Background: an optimization exercise with open tools, aiming at small area, a short achievable clock period and few clock cycles per item. Do not read the settings as production practice. Only simulation tests tie the RTL to the original design; equivalence was not proved. Power figures rest on the tool's default switching activity, not on a simulated workload.

job 1575:
Design nn_accel, start of the top module:
module nn_accel (
    input  logic         clk_i,
    input  logic         rst_i,
    input  logic         cmd_strobe_i,
    input  logic [31:0]  cmd_addr_i,
    output logic         mem_req_strobe_o,
    output logic         mem_req_rw_o,
    output logic [31:0]  mem_req_addr_o,
    output logic [31:0]  mem_req_wdata_o,
    input  logic         mem_rsp_ready_i,
    input  logic [127:0] mem_rsp_line_i,
    output logic         done_o,
    output logic [31:0]  class_o
);
export LEC_CHECK = 0
export CAP_MARGIN = 20
export CORE_MARGIN = 2
export CORE_UTILIZATION = 65
export SLEW_MARGIN = 20
create_clock -name core_clock -period 12.0 [get_ports {clk_i}]
standard.sh (not shown) runs the stock make flow with config.mk's settings and CLKGATE_MAP_FILE= SYNTH_SCRIPT=/design/flow/synth_recipe.tcl, a recipe that flattens the netlist after the stock synthesis.
==> flow/flow/run.sh <==
#!/bin/bash
set -euo pipefail
export SETUP_SLACK_MARGIN=8
export BUFFER_PORTS_ARGS="-buffer_cell sky130_fd_sc_hd__buf_4"
bash standard.sh > standard_flow.log 2>&1
Job 1575 was carried through to the last stage, and its layout satisfied the timing, design-rule and antenna checks.
Testbench counts of job 1575, summed over its fixed seeds: cycles 91,273, inferences 48.
#### Input delta (job 7807 over job 1575)
# job 1575
export LEC_CHECK = 0
export CAP_MARGIN = 20
export CORE_MARGIN = 2
export CORE_UTILIZATION = 65
export SLEW_MARGIN = 20
create_clock -name core_clock -period 12.0 [get_ports {clk_i}]
# job 7807
export LEC_CHECK = 0
export CAP_MARGIN = 20
export CORE_MARGIN = 2
export CORE_UTILIZATION = 55
export SLEW_MARGIN = 20
create_clock -name core_clock -period 12.0 [get_ports {clk_i}]
==> flow/flow/run.sh <==
#!/bin/bash
set -euo pipefail
export SETUP_SLACK_MARGIN=7.75
export BUFFER_PORTS_ARGS="-buffer_cell sky130_fd_sc_hd__buf_4"
bash standard.sh > standard_flow.log 2>&1
## What came out
On worst setup slack, the higher figure sits with job 7807, not job 1575. Diff job 1575 -> job 7807: signal arrival time at the worst endpoint climbed 0.04 ns; final standard cell area without fillers down 1300 µm². Run comparison: job 7807 critical path launch point e0_x[7]$_SDFF_PP0_; job 1575 critical path launch point n_q[0]$_DFFE_PP_. Job 1575 -> job 7807: clock power increased slightly. NOTE peak ir drop on the vdd network job 1575->job 7807 increased by a few percent.
## Diff of input files: job 6437 against job 7807
==> flow/flow/run.sh <==
#!/bin/bash
set -euo pipefail
export SETUP_SLACK_MARGIN=8
export BUFFER_PORTS_ARGS="-buffer_cell sky130_fd_sc_hd__buf_4"
bash standard.sh > standard_flow.log 2>&1
### Flow results
Between job 6437 and job 7807, insertion delay to the later sink of the worst-skew pair is higher for job 6437, job 7807 comes in under that. Lower overall power was reported by job 7807, not job 6437. Compared with job 7807, job 6437 shows a higher count of buffers not belonging to the clock network in the layout. Against job 7807 as the reference, job 6437 delivers a lower initial antenna violation count. Compared with job 7807, job 6437 shows a cell count that is 61 higher. Compared with job 7807, job 6437 shows critical path depth higher by 2. Compared with job 7807, job 6437 shows a first-iteration DRC count that is about 1.1% higher. Going from job 7807 to job 6437, leakage power summed over all cells higher; cell area up about 1.4%; final critical-path setup slack +0.075 ns; worst hold slack roughly the same.
--- input diff job 6437..job 7495 ---
==> flow/flow/run.sh <==
#!/bin/bash
set -euo pipefail
export SETUP_SLACK_MARGIN=8
export BUFFER_PORTS_ARGS="-buffer_cell sky130_fd_sc_hd__buf_4"
export CTS_ARGS="-sink_clustering_enable -repair_clock_nets -dont_use_dummy_load"
bash standard.sh > standard_flow.log 2>&1
Findings:
- Job 7495 was carried through to the last stage, and its layout satisfied the timing, design-rule and antenna checks.
- Global-route wire length before repair, job 7495 and job 6437: smaller value in job 7495
- Re routed metal-1 wire length: job 7495 is 0.61% up on job 6437.
- Between job 7495 and job 6437, the maximum frequency does not differ in any meaningful way.
- Relative to job 6437, minimum period implied by the final worst setup slack has increased by 0.011 ns in job 7495.
- Taking job 6437 as the reference, in job 7495 sequential power stayed essentially flat, area added between synthesis and finish fell by 1.1 points, via count stayed essentially flat, final area fell by about 1%, clock-buffer cell count fell by 64.
- Looking at job 7495 and job 6437, the share of the clock period used by the worst path after layout is a wash.
- Total of plain and repair buffers excluding clock buffers, job 7495 and job 6437, higher one = job 7495.

Setup of v6:
Another version of the RTL of nn_accel (not shown whole).
Size: roughly 1600 flip-flops.
clock: 12.0 ns
lec_check: 0
cap_margin: 20
core_margin: 2
core_utilization: 55
slew_margin: 20
==> flow/flow/run.sh <==
#!/bin/bash
set -euo pipefail
export SETUP_SLACK_MARGIN=8
export BUFFER_PORTS_ARGS="-buffer_cell sky130_fd_sc_hd__buf_4"
export CTS_ARGS="-sink_clustering_enable -repair_clock_nets -dont_use_dummy_load -sink_clustering_size 30 -sink_clustering_max_diameter 100"
bash standard.sh > standard_flow.log 2>&1
Testbench counts of v6, summed over its fixed seeds: cycles 89,877, inferences 48.
Modified inputs, v7 compared to v6
==> flow/flow/run.sh <==
#!/bin/bash
set -euo pipefail
export SETUP_SLACK_MARGIN=8
export BUFFER_PORTS_ARGS="-buffer_cell sky130_fd_sc_hd__buf_4"
export CTS_ARGS="-sink_clustering_enable -repair_clock_nets -dont_use_dummy_load"
bash standard.sh > standard_flow.log 2>&1
==> summary.txt <==
Number of buffers outside the clock class in the layout is higher on v6
In v7 relative to v6, total power per unit cell area had gone up by a few percent.
Looking at cell count, v7 sits 107 above v6.
v7 against v6: synthesized cell count neither gained nor lost much; number of port buffers neither gained nor lost much.
On total wirelength of the detailed-routed design, v6 and v7 are basically level.
In v7, wire length of the first global-routing pass is higher than in v6.
[compare] base=v6 new=v7: sequential cell fraction of total power shows a reduction of 2.0 points; final area shows an increase of 2.5%; register fraction of the total cell area shows a reduction of 1.1 points; power share of the combinational group shows a reduction of 4.0 points.

==> static timing again, ports no longer ideal <==
Ports are ideal in the flow. The routed layouts listed here were re-timed in OpenROAD.
Step 1 assumes that a clkbuf_16 drives the clock port and a buf_2 every other input.
Step 2 adds t to the input delays and takes it off the output delays; t is the mean of the earliest and latest rising clock arrival at the registers after step 1. Input paths then give back, and output paths get back, about the clock's delay inside the block.
Three values: no drivers, after step 1, after step 2; two values: the first two.
run | t (ns) | setup slack, ns | worst setup path after step 2 | worst data-port slew with drivers (ns)
job 1575 | 0.883 | 7.803 / 7.803 / 7.687 | input to register | 0.23
job 7807 | 0.891 | 7.887 / 7.887 / 7.522 | input to register | 0.22
job 6437 | 0.907 | 7.962 / 7.956 / 7.564 | input to register | 0.23
job 7495 | 0.864 | 7.951 / 7.951 / 7.563 | input to register | 0.25
v6 | 0.783 | 8.025 / 8.025 / 8.025 | register to register | 0.20
v7 | 0.871 | 8.036 / 7.983 / 8.036 | register to register | 0.19
After both steps every run listed still meets setup and hold. The setup slack of job 6437, which loses most, moves by -0.006 ns with the drivers and by -0.398 ns with both steps.
